This design comes from an exercise in tuning for small area, a short achievable clock period and few clock cycles per item on the open sky130 flow, not from production work.
Function was checked by simulation only, so behaviour that the tests miss may differ from the original.
No activity file was given, so power comes from the tool's default toggle rates.

==> run a <==
==> flow/design.v <==
package legv8_pkg;
  typedef struct packed {
    logic [10:0] opcode;
    logic [4:0]  rm;
    logic [5:0]  shamt;
    logic [4:0]  rn;
    logic [4:0]  rd;
  } r_fmt_t;
  typedef struct packed {
    logic [10:0] opcode;
    logic [8:0]  addr;  
    logic [1:0]  op2;
    logic [4:0]  rn;
    logic [4:0]  rt;
  } d_fmt_t;
  typedef union packed {
    r_fmt_t r;
    d_fmt_t d;
  } instr_u;
  typedef enum logic [3:0] {
    ALU_AND = 4'b0000,
    ALU_ORR = 4'b0001,
    ALU_ADD = 4'b0010,
    ALU_SUB = 4'b0110
  } alu_fn_e;
  typedef struct packed {
    alu_fn_e alu_fn;
    logic    alu_src;     
    logic    mem_read;
    logic    mem_write;
    logic    reg_write;
    logic    mem_to_reg;
  } ctrl_t;
  typedef enum logic [1:0] {
    FWD_REG = 2'b00,
    FWD_WB  = 2'b01,
    FWD_MEM = 2'b10
  } fwd_sel_e;
  typedef struct packed {
    logic                   valid;
    logic [64-1:0] pc;
    instr_u                 instr;
  } if_id_t;
  typedef struct packed {
    ctrl_t                  ctrl;
    logic [64-1:0] rn_data;
    logic [64-1:0] rm_data;   
    logic [64-1:0] imm;
    logic [4:0]             rn_idx;
    logic [4:0]             rm_idx;
    logic [4:0]             rd_idx;
  } id_ex_t;
  typedef struct packed {
    logic                   mem_read;
    logic                   mem_write;
    logic                   reg_write;
    logic                   mem_to_reg;
    logic [64-1:0] alu_result;
    logic [64-1:0] store_data;
    logic [4:0]             rd_idx;
  } ex_mem_t;
  typedef struct packed {
    logic                   reg_write;
    logic                   mem_to_reg;
    logic [64-1:0] alu_result;
    logic [64-1:0] load_data;
    logic [4:0]             rd_idx;
  } mem_wb_t;
  typedef struct packed {
    logic                   we;
    logic [4:0]             idx;
    logic [64-1:0] data;
  } wb_t;
endpackage
module cpu_top (
  input  logic                   CLOCK,
  input  logic                   rst_n,
  output logic [64-1:0] pc,
  input  logic [31:0]            instr,
  output logic [64-1:0] mem_addr,
  output logic [64-1:0] mem_wdata,
  output logic                   mem_read,
  output logic                   mem_write,
  input  logic [64-1:0] mem_rdata
);
  localparam int XLEN = 64;
  localparam int NREG = 32 - 1;  
  logic            stall;
  logic [31:0]     ir;
  logic            d_add, d_sub, d_and, d_orr, d_ld, d_st;
  logic [NREG-1:0] d_sel_a, d_sel_b;
  logic            d_byp_a, d_byp_b;
  logic            d_hit_a, d_hit_b;
  logic            e_we, e_ld, e_st;
  logic [4:0]      e_rd;
  logic            m_we, m_ld, m_st;
  logic [4:0]      m_rd;
  logic [XLEN-1:0] m_res;
  logic [XLEN-1:0] m_sd;
  logic [XLEN-1:0] m_wdata;
  logic [NREG-1:0] rf_valid;
  logic [NREG-1:0] rf_valid_next;
  logic [XLEN-1:2] pc_q;
  always_ff @(posedge CLOCK or negedge rst_n) begin
    if (!rst_n) begin
      pc_q <= '0;
    end else if (!stall) begin
      pc_q <= pc_q + 1'b1;
    end
  end
  assign pc = {pc_q, 2'b00};
  logic [31:0] nx;
  logic [10:0] nx_op;
  logic [4:0]  nx_a, nx_b;
  logic        nx_we_d;  
  logic [4:0]  d_rd;
  logic        d_we;
  assign nx    = stall ? ir : instr;
  assign nx_op = nx[31:21];
  assign nx_a  = nx[9:5];
  assign nx_b  = nx[28] ? nx[4:0] : nx[20:16];
  assign d_rd    = ir[4:0];
  assign d_we    = (d_add | d_sub | d_and | d_orr | d_ld) && (d_rd != 5'd31);
  assign nx_we_d = d_we && !stall;
  always_ff @(posedge CLOCK or negedge rst_n) begin
    if (!rst_n) begin
      ir      <= '0;
      d_add   <= 1'b0;
      d_sub   <= 1'b0;
      d_and   <= 1'b0;
      d_orr   <= 1'b0;
      d_ld    <= 1'b0;
      d_st    <= 1'b0;
      d_hit_a <= 1'b0;
      d_hit_b <= 1'b0;
    end else begin
      ir      <= nx;
      d_add   <= (nx_op == 11'b10001011000);
      d_sub   <= (nx_op == 11'b11001011000);
      d_and   <= (nx_op == 11'b10001010000);
      d_orr   <= (nx_op == 11'b10101010000);
      d_ld    <= (nx_op == 11'b11111000010);
      d_st    <= (nx_op == 11'b11111000000);
      d_hit_a <= nx_we_d && (d_rd == nx_a);
      d_hit_b <= nx_we_d && (d_rd == nx_b);
    end
  end
  logic byp_a_next, byp_b_next;
  assign byp_a_next = e_we && (e_rd == nx_a);
  assign byp_b_next = e_we && (e_rd == nx_b);
  always_ff @(posedge CLOCK) begin
    d_byp_a <= byp_a_next;
    d_byp_b <= byp_b_next;
    for (int i = 0; i < NREG; i++) begin
      d_sel_a[i] <= rf_valid_next[i] && (nx_a == 5'(i)) && !byp_a_next;
      d_sel_b[i] <= rf_valid_next[i] && (nx_b == 5'(i)) && !byp_b_next;
    end
  end
  logic use_a, use_b;
  assign use_a = d_add | d_sub | d_and | d_orr | d_ld | d_st;
  assign use_b = d_add | d_sub | d_and | d_orr | d_st;
  assign stall = e_ld && ((d_hit_a && use_a) || (d_hit_b && use_b));
  logic [NREG-1:0][XLEN-1:0] rf;
  assign m_wdata = m_ld ? mem_rdata : m_res;
  always_comb begin
    rf_valid_next = rf_valid;
    if (m_we) rf_valid_next[m_rd] = 1'b1;
  end
  always_ff @(posedge CLOCK or negedge rst_n) begin
    if (!rst_n) rf_valid <= '0;
    else        rf_valid <= rf_valid_next;
  end
  for (genvar i = 0; i < NREG; i++) begin : g_rf
    always_ff @(posedge CLOCK) begin
      if (m_we && m_rd == 5'(i)) rf[i] <= m_wdata;
    end
  end
  logic [XLEN-1:0] rd_a, rd_b;
  always_comb begin
    rd_a = {XLEN{d_byp_a}} & m_wdata;
    rd_b = {XLEN{d_byp_b}} & m_wdata;
    for (int i = 0; i < NREG; i++) begin
      rd_a = rd_a | ({XLEN{d_sel_a[i]}} & rf[i]);
      rd_b = rd_b | ({XLEN{d_sel_b[i]}} & rf[i]);
    end
  end
  logic [XLEN-1:0] e_a;
  logic [XLEN-1:0] e_bx;       
  logic [8:0]      e_imm;
  logic            e_fwd_a;    
  logic            e_b_imm;    
  logic            e_b_fwd;    
  logic            e_b_reg;    
  logic            e_sd_fwd;   
  logic            e_sub, e_and, e_orr;
  always_ff @(posedge CLOCK or negedge rst_n) begin
    if (!rst_n) begin
      e_we <= 1'b0;
      e_ld <= 1'b0;
      e_st <= 1'b0;
    end else begin
      e_we <= d_we & ~stall;
      e_ld <= d_ld & ~stall;
      e_st <= d_st & ~stall;
    end
  end
  always_ff @(posedge CLOCK) begin
    e_rd     <= d_rd;
    e_a      <= rd_a;
    e_bx     <= rd_b ^ {XLEN{d_sub}};
    e_imm    <= ir[20:12];
    e_fwd_a  <= d_hit_a;
    e_b_imm  <= d_ld | d_st;
    e_b_fwd  <= d_hit_b & ~(d_ld | d_st);
    e_b_reg  <= ~d_hit_b & ~(d_ld | d_st);
    e_sd_fwd <= d_hit_b;
    e_sub    <= d_sub;
    e_and    <= d_and;
    e_orr    <= d_orr;
  end
  logic [XLEN-1:0] op_a, op_b;
  logic [XLEN:0]   sum;
  logic [XLEN-1:0] result;
  assign op_a = e_fwd_a ? m_res : e_a;
  assign op_b = ({XLEN{e_b_imm}} & {{(XLEN-9){e_imm[8]}}, e_imm}) |
                ({XLEN{e_b_fwd}} & (m_res ^ {XLEN{e_sub}})) |
                ({XLEN{e_b_reg}} & e_bx);
  assign sum  = {op_a, 1'b1} + {op_b, e_sub};
  always_comb begin
    if (e_and)      result = op_a & op_b;
    else if (e_orr) result = op_a | op_b;
    else            result = sum[XLEN:1];
  end
  always_ff @(posedge CLOCK or negedge rst_n) begin
    if (!rst_n) begin
      m_we <= 1'b0;
      m_ld <= 1'b0;
      m_st <= 1'b0;
    end else begin
      m_we <= e_we;
      m_ld <= e_ld;
      m_st <= e_st;
    end
  end
  always_ff @(posedge CLOCK) begin
    m_rd  <= e_rd;
    m_res <= result;
    m_sd  <= e_sd_fwd ? m_res : e_bx;  
  end
  assign mem_addr  = m_res;
  assign mem_wdata = m_sd;
  assign mem_read  = m_ld;
  assign mem_write = m_st;
endmodule
==> flow/run.sh <==
#!/bin/bash
# synth_recipe.tcl (not shown) runs the flow's synth.tcl, then flattens the netlist and writes it again
# the make line also repeats each setting of config.mk as NAME=value (left out here)
make -C /OpenROAD-flow-scripts/flow DESIGN_CONFIG=/design/flow/config.mk WORK_HOME=/design/flow/orfs CLKGATE_MAP_FILE= SYNTH_SCRIPT=/design/flow/synth_recipe.tcl finish
==> flow/config.mk <==
export PLATFORM = sky130hd
export DESIGN_NAME = cpu_top
export DESIGN_NICKNAME = cpu_top
export VERILOG_FILES = /design/flow/design.v
export SDC_FILE = /design/flow/constraint.sdc
export NUM_CORES = 4
export LEC_CHECK = 0
export CAP_MARGIN = 20
export CORE_MARGIN = 2
export CORE_UTILIZATION = 45
export PLACE_DENSITY = 0.55
export SETUP_SLACK_MARGIN = 4.3
export SLEW_MARGIN = 20
export TNS_END_PERCENT = 100
==> flow/constraint.sdc <==
create_clock -name core_clock -period 7.5 [get_ports {CLOCK}]
set_input_delay 1.5000 -clock core_clock [delete_from_list [all_inputs] [get_ports {CLOCK}]]
set_output_delay 1.5000 -clock core_clock [all_outputs]
set_load 0.01 [all_outputs]
==> run b (differences from run a) <==
--- a/flow/design.v
+++ b/flow/design.v
@@ -161,3 +161,4 @@
   assign use_b = d_add | d_sub | d_and | d_orr | d_st;
-  assign stall = e_ld && ((d_hit_a && use_a) || (d_hit_b && use_b));
+  assign stall = (e_ld && ((d_hit_a && use_a) || (d_hit_b && use_b))) ||
+                 (d_sub && d_hit_b);
   logic [NREG-1:0][XLEN-1:0] rf;
@@ -186,11 +187,16 @@
   end
-  logic [XLEN-1:0] e_a;
-  logic [XLEN-1:0] e_bx;       
-  logic [8:0]      e_imm;
-  logic            e_fwd_a;    
-  logic            e_b_imm;    
-  logic            e_b_fwd;    
-  logic            e_b_reg;    
+  logic [XLEN-1:0] e_a;        
+  logic [XLEN-1:0] e_b;        
+  logic [XLEN-1:0] e_sd;       
+  logic [XLEN-1:0] e_fa;       
+  logic [XLEN-1:0] e_fb;       
   logic            e_sd_fwd;   
   logic            e_sub, e_and, e_orr;
+  logic            d_imm;
+  logic            d_fwd_b;
+  logic [XLEN-1:0] d_b;
+  logic [XLEN-1:0] result;
+  assign d_imm   = d_ld | d_st;
+  assign d_fwd_b = d_hit_b & ~d_imm & ~d_sub;
+  assign d_b     = d_imm ? {{(XLEN-9){ir[20]}}, ir[20:12]} : (rd_b ^ {XLEN{d_sub}});
   always_ff @(posedge CLOCK or negedge rst_n) begin
@@ -208,9 +214,7 @@
     e_rd     <= d_rd;
-    e_a      <= rd_a;
-    e_bx     <= rd_b ^ {XLEN{d_sub}};
-    e_imm    <= ir[20:12];
-    e_fwd_a  <= d_hit_a;
-    e_b_imm  <= d_ld | d_st;
-    e_b_fwd  <= d_hit_b & ~(d_ld | d_st);
-    e_b_reg  <= ~d_hit_b & ~(d_ld | d_st);
+    e_a      <= rd_a & ~{XLEN{d_hit_a}};
+    e_b      <= d_b & ~{XLEN{d_fwd_b}};
+    e_sd     <= rd_b;
+    e_fa     <= result & {XLEN{d_hit_a}};
+    e_fb     <= result & {XLEN{d_fwd_b}};
     e_sd_fwd <= d_hit_b;
@@ -222,7 +226,4 @@
   logic [XLEN:0]   sum;
-  logic [XLEN-1:0] result;
-  assign op_a = e_fwd_a ? m_res : e_a;
-  assign op_b = ({XLEN{e_b_imm}} & {{(XLEN-9){e_imm[8]}}, e_imm}) |
-                ({XLEN{e_b_fwd}} & (m_res ^ {XLEN{e_sub}})) |
-                ({XLEN{e_b_reg}} & e_bx);
+  assign op_a = e_a | e_fa;
+  assign op_b = e_b | e_fb;  
   assign sum  = {op_a, 1'b1} + {op_b, e_sub};
@@ -247,3 +248,3 @@
     m_res <= result;
-    m_sd  <= e_sd_fwd ? m_res : e_bx;  
+    m_sd  <= e_sd_fwd ? m_res : e_sd;
   end
==> flow/flow/run.sh (new file) <==
#!/bin/bash
# The standard layout (standard.sh, its synthesis and every step unchanged),
# except that buffer_ports uses buf_2 for the port buffers instead of the delay
# cells it picks by default. The make output goes to standard.log; each ORFS
# step's own log stays under orfs/logs/.
set -euo pipefail
export BUFFER_PORTS_ARGS="-buffer_cell sky130_fd_sc_hd__buf_2"
bash standard.sh > standard.log 2>&1
==> flow/standard.sh (new file) <==
#!/bin/bash
# synth_recipe.tcl (not shown) runs the flow's synth.tcl, then flattens the netlist and writes it again
# the make line also repeats each setting of config.mk as NAME=value (left out here)
make -C /OpenROAD-flow-scripts/flow DESIGN_CONFIG=/design/flow/config.mk WORK_HOME=/design/flow/orfs CLKGATE_MAP_FILE= SYNTH_SCRIPT=/design/flow/synth_recipe.tcl "${@:-finish}"
Settings changed: CTS_CLUSTER_DIAMETER set to 100, CTS_CLUSTER_SIZE set to 20.
removed: flow/run.sh
==> summary of the runs <==
Of run a and run b, run b has the higher sequential share of layout area (gap 3.5 points).
Of run a and run b, run a has the higher combinational power (gap about 2%, measured against run b).
Between run a and run b, the lower via count is in run a (gap 1.8%, measured against run b).
In run a the final cell count is smaller than in run b, by 3.4%.
Of run b and run a, run b has the higher synthesized cell count (gap 8.8%, measured against run a).
Of run a and run b, run b has the higher maximum frequency (gap 12%, measured against run b).
Testbench counts of run a, summed over its fixed seeds: cycles 12,675, instructions 12,160.
Testbench counts of run b, summed over its fixed seeds: cycles 12,729, instructions 12,160.

## what the ideal ports hide
The results above use ideal ports. As a check the final layouts listed here were re-extracted and re-timed, cells and wires unchanged. Step 1 sets driving cells, clkbuf_16 on the clock port and buf_2 on the other inputs (assumed; they add their load-dependent delay and slew). Step 2 also shifts input and output timing later by t, the mid clock arrival at the registers, as if the neighbouring blocks saw the same clock. a / b / c = no drivers / after step 1 / after step 2; a / b = the first two.
run	t, ns	slack for setup (ns)	worst register clock-pin slew, ns	worst data-port slew with drivers (ns)	pins driven straight from the clock port
run a	1.044	3.635 / 3.635 / 3.337	0.07 / 0.07	0.05	1
run b	0.977	4.106 / 4.106 / 3.682	0.10 / 0.10	0.07	1
After both steps setup and hold are still met in every run listed. The setup slack of run b, which loses most, moves by 0.000 ns with the drivers and by -0.424 ns with both steps.
